This is an optimization exercise on Yosys and OpenROAD, whose aim is small area, a short achievable clock period and few clock cycles per item, not a production implementation. Where RTL was checked, it was by simulation tests only, not by an equivalence proof against the original.

==> inputs of v29 <==
==> flow/design.v <==
module window_line_buffer_kxk #(
  parameter int DATA_WIDTH = 32,
  parameter int K          = 3,
  parameter int MAX_WIDTH  = 64,
  parameter int CNT_W      = 8
) (
  input  logic                         clk,
  input  logic                         rst,
  input  logic                         frame_start,
  input  logic [CNT_W-1:0]             cfg_width,
  input  logic [CNT_W-1:0]             cfg_height,
  input  logic                         cfg_stride2,
  input  logic                         s_valid,
  output logic                         s_ready,
  input  logic [DATA_WIDTH-1:0]        s_data,
  output logic                         m_valid,
  input  logic                         m_ready,
  output logic [K*K*DATA_WIDTH-1:0]    m_window,
  output logic                         m_last,
  output logic                         frame_done,
  output logic                         cfg_err
);
  localparam int DW = DATA_WIDTH;
  localparam int NSEG = 6;    
  logic [5:0]      r_wm1;      
  logic [7:0]      r_hm1;      
  logic            r_s2;
  logic [NSEG-1:0] r_use [4];
  logic [3:0]      r_w3;
  logic            w_cfg_ok;
  logic [5:0]      w_dly;
  logic [5:0]      w_rest;
  assign w_cfg_ok = (cfg_width >= CNT_W'(3)) && (cfg_width <= CNT_W'(64)) &&
                    (cfg_height >= CNT_W'(3));
  assign w_dly    = r_wm1 - 6'd3;    
  assign w_rest   = (w_dly >= 6'd29) ? (w_dly - 6'd29) : w_dly;
  always_ff @(posedge clk) begin
    if (frame_start) begin
      r_wm1 <= 6'(cfg_width - 8'd1);
      r_hm1 <= cfg_height - 8'd1;
      r_s2  <= cfg_stride2;
    end
  end
  always_ff @(posedge clk) begin
    r_use[0] <= {w_dly >= 6'd29, w_rest[4:0]};
    r_w3[0]  <= (r_wm1 == 6'd2);
    for (int q = 1; q < 4; q++) begin
      r_use[q] <= r_use[q-1];
      r_w3[q]  <= r_w3[q-1];
    end
  end
  logic       r_run;        
  logic       r_sready;
  logic [5:0] r_icol;
  logic [7:0] r_irow;
  logic       w_push;
  logic       w_col_last;
  logic       w_row_last;
  logic       w_emit;
  logic       w_lastwin;
  assign s_ready = r_sready;
  assign w_push  = s_valid && r_sready;
  assign w_col_last = (r_icol == r_wm1);
  assign w_row_last = (r_irow == r_hm1);
  assign w_emit     = (r_irow >= 8'd2) && (r_icol >= 6'd2) &&
                      (!r_s2 || (!r_irow[0] && !r_icol[0]));
  assign w_lastwin  = w_emit &&
      ({r_icol[5:1], r_icol[0] | r_s2} == {r_wm1[5:1], r_wm1[0] | r_s2}) &&
      ({r_irow[7:1], r_irow[0] | r_s2} == {r_hm1[7:1], r_hm1[0] | r_s2});
  always_ff @(posedge clk) begin
    if (frame_start) begin
      r_icol <= '0;
      r_irow <= '0;
    end else if (w_push) begin
      if (w_col_last) begin
        r_icol <= '0;
        r_irow <= r_irow + 8'd1;
      end else begin
        r_icol <= r_icol + 6'd1;
      end
    end
  end
  logic [DW-1:0] r_fd [2];
  logic [1:0]    r_fe;         
  logic [1:0]    r_fl;         
  logic          r_wp;
  logic          r_rp;
  logic [1:0]    r_cnt;
  logic          w_pop;
  logic [DW-1:0] w_head;
  logic [1:0]    w_cnt_n;
  logic          w_run_n;
  assign w_pop   = (r_cnt != 2'd0) && (!m_valid || m_ready);
  assign w_head  = r_fd[r_rp];
  assign w_cnt_n = r_cnt + 2'(w_push) - 2'(w_pop);
  assign w_run_n = r_run && !(w_push && w_col_last && w_row_last);
  always_ff @(posedge clk) begin
    if (w_push) begin
      r_fd[r_wp] <= s_data;
      r_fe[r_wp] <= w_emit;
      r_fl[r_wp] <= w_lastwin;
    end
  end
  always_ff @(posedge clk or posedge rst) begin
    if (rst) begin
      r_run      <= 1'b0;
      r_sready   <= 1'b0;
      r_wp       <= 1'b0;
      r_rp       <= 1'b0;
      r_cnt      <= 2'd0;
      m_valid    <= 1'b0;
      m_last     <= 1'b0;
      frame_done <= 1'b0;
      cfg_err    <= 1'b0;
    end else if (frame_start) begin
      r_run      <= w_cfg_ok;
      r_sready   <= w_cfg_ok;
      r_wp       <= 1'b0;
      r_rp       <= 1'b0;
      r_cnt      <= 2'd0;
      m_valid    <= 1'b0;
      m_last     <= 1'b0;
      frame_done <= 1'b0;
      cfg_err    <= !w_cfg_ok;
    end else begin
      r_run      <= w_run_n;
      r_sready   <= w_run_n && (w_cnt_n != 2'd2);
      r_cnt      <= w_cnt_n;
      if (w_push) r_wp <= !r_wp;
      if (w_pop)  r_rp <= !r_rp;
      frame_done <= m_valid && m_ready && m_last;
      if (w_pop) begin
        m_valid <= r_fe[r_rp];
        m_last  <= r_fl[r_rp];
      end else if (m_ready) begin
        m_valid <= 1'b0;
        m_last  <= 1'b0;
      end
    end
  end
  logic [DW-1:0] r_tap [9];
  logic [DW-1:0] w_dl_in  [2];
  logic [DW-1:0] w_dl_out [2];
  assign w_dl_in[0] = r_tap[2];
  assign w_dl_in[1] = r_tap[5];
  for (genvar l = 0; l < 2; l++) begin : g_line
    for (genvar h = 0; h < 2; h++) begin : g_half
      localparam int HW = DW / 2;
      localparam int Q  = 2 * l + h;    
      logic [HW-1:0] w_si [NSEG+1];
      logic [HW-1:0] r_fix;
      for (genvar s = 0; s < NSEG; s++) begin : g_seg
        localparam int L = (s == 5) ? 29 : (1 << s);
        logic [HW-1:0] r_sr [L];
        always_ff @(posedge clk) begin
          if (w_pop) begin
            r_sr[0] <= w_si[s];
            for (int k = 1; k < L; k++) r_sr[k] <= r_sr[k-1];
          end
        end
        if (s == 2) begin : g_fix
          always_ff @(posedge clk) begin
            if (w_pop) r_fix <= r_use[Q][s] ? r_sr[L-1] : w_si[s];
          end
          assign w_si[s+1] = r_fix;
        end else begin : g_byp
          assign w_si[s+1] = r_use[Q][s] ? r_sr[L-1] : w_si[s];
        end
      end
      assign w_si[0] = w_dl_in[l][h*HW +: HW];
      assign w_dl_out[l][h*HW +: HW] = r_w3[Q] ? w_dl_in[l][h*HW +: HW]
                                                : w_si[NSEG];
    end
  end
  always_ff @(posedge clk) begin
    if (w_pop) begin
      r_tap[0] <= w_head;
      r_tap[1] <= r_tap[0];
      r_tap[2] <= r_tap[1];
      r_tap[3] <= w_dl_out[0];
      r_tap[4] <= r_tap[3];
      r_tap[5] <= r_tap[4];
      r_tap[6] <= w_dl_out[1];
      r_tap[7] <= r_tap[6];
      r_tap[8] <= r_tap[7];
    end
  end
  always_comb begin
    for (int q = 0; q < 9; q++) m_window[q*DW +: DW] = r_tap[8-q];
  end
endmodule
==> flow/flow/run.sh <==
#!/bin/bash
set -uo pipefail
export BUFFER_PORTS_ARGS="-buffer_cell sky130_fd_sc_hd__buf_4"
export POST_GLOBAL_PLACE_TCL="$PWD/flow/outbuf.tcl"
bash standard.sh > standard_flow.log 2>&1
==> flow/flow/outbuf.tcl <==
# Move each output port's buffer onto its driving cell (usually the register
# behind the port), so that the register drives only a short wire and the
# buffer drives the long wire to the pin. Detailed placement legalizes it.
set block [ord::get_db_block]
set moved 0
foreach bterm [$block getBTerms] {
  if {[$bterm getIoType] ne "OUTPUT"} { continue }
  set net [$bterm getNet]
  if {$net eq "NULL"} { continue }
  set buf ""
  foreach iterm [$net getITerms] {
    if {[$iterm isOutputSignal]} { set buf [$iterm getInst] }
  }
  if {$buf eq ""} { continue }
  set innet ""
  foreach iterm [$buf getITerms] {
    if {[$iterm isInputSignal] && [$iterm getNet] ne "NULL"} { set innet [$iterm getNet] }
  }
  if {$innet eq ""} { continue }
  set drv ""
  foreach iterm [$innet getITerms] {
    if {[$iterm isOutputSignal]} { set drv [$iterm getInst] }
  }
  if {$drv eq ""} { continue }
  set loc [$drv getLocation]
  $buf setLocation [lindex $loc 0] [lindex $loc 1]
  incr moved
}
puts "outbuf.tcl: moved $moved output buffers next to their drivers"
==> flow/standard.sh <==
#!/bin/bash
# synth_recipe.tcl (not shown) runs the flow's synth.tcl, then flattens the netlist and writes it again
# the make line also repeats each setting of config.mk as NAME=value (left out here)
make -C /OpenROAD-flow-scripts/flow DESIGN_CONFIG=/design/flow/config.mk WORK_HOME=/design/flow/orfs CLKGATE_MAP_FILE= SYNTH_SCRIPT=/design/flow/synth_recipe.tcl "${@:-finish}"
==> flow/config.mk <==
export PLATFORM = sky130hd
export DESIGN_NAME = window_line_buffer_kxk
export DESIGN_NICKNAME = window_line_buffer_kxk
export VERILOG_FILES = /design/flow/design.v
export SDC_FILE = /design/flow/constraint.sdc
export NUM_CORES = 4
export LEC_CHECK = 0
export CAP_MARGIN = 10
export CORE_MARGIN = 2
export CORE_UTILIZATION = 70
export CTS_CLUSTER_DIAMETER = 60
export CTS_CLUSTER_SIZE = 24
export PLACE_DENSITY = 0.75
export SETUP_SLACK_MARGIN = 3.4
export SLEW_MARGIN = 10
==> flow/constraint.sdc <==
create_clock -name core_clock -period 6.0 [get_ports {clk}]
set_input_delay 1.2000 -clock core_clock [delete_from_list [all_inputs] [get_ports {clk}]]
set_output_delay 1.2000 -clock core_clock [all_outputs]
set_load 0.01 [all_outputs]
==> v27: changes against v29 <==
==> flow/design.v, changed modules only <==
module window_line_buffer_kxk #(
  parameter int DATA_WIDTH = 32,
  parameter int K          = 3,
  parameter int MAX_WIDTH  = 64,
  parameter int CNT_W      = 8
) (
  input  logic                         clk,
  input  logic                         rst,
  input  logic                         frame_start,
  input  logic [CNT_W-1:0]             cfg_width,
  input  logic [CNT_W-1:0]             cfg_height,
  input  logic                         cfg_stride2,
  input  logic                         s_valid,
  output logic                         s_ready,
  input  logic [DATA_WIDTH-1:0]        s_data,
  output logic                         m_valid,
  input  logic                         m_ready,
  output logic [K*K*DATA_WIDTH-1:0]    m_window,
  output logic                         m_last,
  output logic                         frame_done,
  output logic                         cfg_err
);
  localparam int DW = DATA_WIDTH;
  localparam int NSEG = 6;
  logic [5:0]      r_wm1;      
  logic [7:0]      r_hm1;      
  logic            r_s2;
  logic [NSEG-1:0] r_use [4];
  logic            w_cfg_ok;
  logic [5:0]      w_dly;
  logic [5:0]      w_rest;
  assign w_cfg_ok = (cfg_width >= CNT_W'(3)) && (cfg_width <= CNT_W'(64)) &&
                    (cfg_height >= CNT_W'(3));
  assign w_dly    = r_wm1 - 6'd2;    
  assign w_rest   = (w_dly >= 6'd30) ? (w_dly - 6'd30) : w_dly;
  always_ff @(posedge clk) begin
    if (frame_start) begin
      r_wm1 <= 6'(cfg_width - 8'd1);
      r_hm1 <= cfg_height - 8'd1;
      r_s2  <= cfg_stride2;
    end
  end
  always_ff @(posedge clk) begin
    r_use[0] <= {w_dly >= 6'd30, w_rest[4:0]};
    for (int q = 1; q < 4; q++) r_use[q] <= r_use[q-1];
  end
  logic       r_run;        
  logic       r_sready;
  logic [5:0] r_icol;
  logic [7:0] r_irow;
  logic       w_push;
  logic       w_col_last;
  logic       w_row_last;
  logic       w_emit;
  logic       w_lastwin;
  assign s_ready = r_sready;
  assign w_push  = s_valid && r_sready;
  assign w_col_last = (r_icol == r_wm1);
  assign w_row_last = (r_irow == r_hm1);
  assign w_emit     = (r_irow >= 8'd2) && (r_icol >= 6'd2) &&
                      (!r_s2 || (!r_irow[0] && !r_icol[0]));
  assign w_lastwin  = w_emit &&
      ({r_icol[5:1], r_icol[0] | r_s2} == {r_wm1[5:1], r_wm1[0] | r_s2}) &&
      ({r_irow[7:1], r_irow[0] | r_s2} == {r_hm1[7:1], r_hm1[0] | r_s2});
  always_ff @(posedge clk) begin
    if (frame_start) begin
      r_icol <= '0;
      r_irow <= '0;
    end else if (w_push) begin
      if (w_col_last) begin
        r_icol <= '0;
        r_irow <= r_irow + 8'd1;
      end else begin
        r_icol <= r_icol + 6'd1;
      end
    end
  end
  logic [DW-1:0] r_fd [2];
  logic [1:0]    r_fe;         
  logic [1:0]    r_fl;         
  logic          r_wp;
  logic          r_rp;
  logic [1:0]    r_cnt;
  logic          w_pop;
  logic [DW-1:0] w_head;
  logic [1:0]    w_cnt_n;
  logic          w_run_n;
  assign w_pop   = (r_cnt != 2'd0) && (!m_valid || m_ready);
  assign w_head  = r_fd[r_rp];
  assign w_cnt_n = r_cnt + 2'(w_push) - 2'(w_pop);
  assign w_run_n = r_run && !(w_push && w_col_last && w_row_last);
  always_ff @(posedge clk) begin
    if (w_push) begin
      r_fd[r_wp] <= s_data;
      r_fe[r_wp] <= w_emit;
      r_fl[r_wp] <= w_lastwin;
    end
  end
  always_ff @(posedge clk or posedge rst) begin
    if (rst) begin
      r_run      <= 1'b0;
      r_sready   <= 1'b0;
      r_wp       <= 1'b0;
      r_rp       <= 1'b0;
      r_cnt      <= 2'd0;
      m_valid    <= 1'b0;
      m_last     <= 1'b0;
      frame_done <= 1'b0;
      cfg_err    <= 1'b0;
    end else if (frame_start) begin
      r_run      <= w_cfg_ok;
      r_sready   <= w_cfg_ok;
      r_wp       <= 1'b0;
      r_rp       <= 1'b0;
      r_cnt      <= 2'd0;
      m_valid    <= 1'b0;
      m_last     <= 1'b0;
      frame_done <= 1'b0;
      cfg_err    <= !w_cfg_ok;
    end else begin
      r_run      <= w_run_n;
      r_sready   <= w_run_n && (w_cnt_n != 2'd2);
      r_cnt      <= w_cnt_n;
      if (w_push) r_wp <= !r_wp;
      if (w_pop)  r_rp <= !r_rp;
      frame_done <= m_valid && m_ready && m_last;
      if (w_pop) begin
        m_valid <= r_fe[r_rp];
        m_last  <= r_fl[r_rp];
      end else if (m_ready) begin
        m_valid <= 1'b0;
        m_last  <= 1'b0;
      end
    end
  end
  logic [DW-1:0] r_tap [9];
  logic [DW-1:0] w_dl_in  [2];
  logic [DW-1:0] w_dl_out [2];
  assign w_dl_in[0] = r_tap[2];
  assign w_dl_in[1] = r_tap[5];
  for (genvar l = 0; l < 2; l++) begin : g_line
    for (genvar h = 0; h < 2; h++) begin : g_half
      localparam int HW = DW / 2;
      localparam int Q  = 2 * l + h;    
      logic [HW-1:0] w_si [NSEG+1];
      for (genvar s = 0; s < NSEG; s++) begin : g_seg
        localparam int L = (s == 5) ? 30 : (1 << s);
        logic [HW-1:0] r_sr [L];
        always_ff @(posedge clk) begin
          if (w_pop) begin
            r_sr[0] <= w_si[s];
            for (int k = 1; k < L; k++) r_sr[k] <= r_sr[k-1];
          end
        end
        assign w_si[s+1] = r_use[Q][s] ? r_sr[L-1] : w_si[s];
      end
      assign w_si[0] = w_dl_in[l][h*HW +: HW];
      assign w_dl_out[l][h*HW +: HW] = w_si[NSEG];
    end
  end
  always_ff @(posedge clk) begin
    if (w_pop) begin
      r_tap[0] <= w_head;
      r_tap[1] <= r_tap[0];
      r_tap[2] <= r_tap[1];
      r_tap[3] <= w_dl_out[0];
      r_tap[4] <= r_tap[3];
      r_tap[5] <= r_tap[4];
      r_tap[6] <= w_dl_out[1];
      r_tap[7] <= r_tap[6];
      r_tap[8] <= r_tap[7];
    end
  end
  always_comb begin
    for (int q = 0; q < 9; q++) m_window[q*DW +: DW] = r_tap[8-q];
  end
endmodule
--- a/flow/config.mk
+++ b/flow/config.mk
@@ -5,11 +5,11 @@
 export SDC_FILE = /design/flow/constraint.sdc
 export NUM_CORES = 4
 export LEC_CHECK = 0
-export CAP_MARGIN = 10
+export CAP_MARGIN = 20
 export CORE_MARGIN = 2
 export CORE_UTILIZATION = 70
 export CTS_CLUSTER_DIAMETER = 60
 export CTS_CLUSTER_SIZE = 24
 export PLACE_DENSITY = 0.75
 export SETUP_SLACK_MARGIN = 3.4
-export SLEW_MARGIN = 10
+export SLEW_MARGIN = 20
==> impl_metrics.ini <==
[die]
dieArea_sq_mm = 0.2001
core_area_sq_mm = 0.1952

[synthesis]
ys_types = 48
syn_inst = 5557
synth_nets = 5623
synth_top_area_share_pct = 93.30
synth_top_family_by_area = compound AO/OA/AOI/OAI gates
synth-compound-area-share_pct = 2.343

[routing]
vias_per_cell = 5.810
met1Wirelength_microns = 95270

[final_layout]
drive_gt1_share_pct = 18.62
ff_latch_area_sq_mm = 0.1294
layout_common_cells = edfxtp_1, buf_4, buf_6, clkbuf_16, nor2_1
multi_input_area_share_pct = 4.956

[placed_design]
dp_hpwl_microns = 120400

[power_and_ir_drop]
total_leakage_power_uw = 0.05127

[status]
status = finished clean

[sta]
hold_ws_ns = 0.3359
The numbers above come from v27.

==> impl_metrics.ini <==
[sta]
hold_ws_ns = 0.3085

[die]
core_area_sq_mm = 0.1942

[final_layout]
ff_latch_area_sq_mm = 0.1295
drive_gt1_share_pct = 21.24
layout_common_cells = edfxtp_1, buf_4, mux2_2, buf_6, clkbuf_16

[synthesis]
synth_top_family_by_area = multiplexers
syn_inst = 5261
ys_types = 49
synth_nets = 5328

[status]
status = finished clean

[placed_design]
dp_hpwl_microns = 119400
The numbers above come from v29.

Testbench counts of v29, summed over its fixed seeds: cycles 95,280, items 95,003.
Only the layout flow was run in v27; the RTL was not checked for function there.

-- re-timing with driven ports --
No port has a modelled driver above. Below, the same layouts with a new extraction and two added sets of constraints. Step 1 assumes that a clkbuf_16 drives the clock port and a buf_2 every other input. Step 2 adds t to the input delays and takes it off the output delays; t is the mean of the earliest and latest rising clock arrival at the registers after step 1. Input paths then give back, and output paths get back, about the clock's delay inside the block. a / b / c = no drivers / after step 1 / after step 2; a / b = the first two.
run	t (ns)	slack for setup (ns)	hold WS [ns]	worst data-port slew with drivers (ns)	pins driven straight from the clock port
v29	0.948	3.288 / 3.191 / 2.748	0.309 / 0.237 / 0.390	0.10	1
v27	0.941	3.291 / 3.205 / 2.462	0.336 / 0.271 / 0.385	0.08	1
After both steps every run listed still meets setup and hold. The setup slack of v27, which loses most, moves by -0.086 ns with the drivers and by -0.829 ns with both steps.
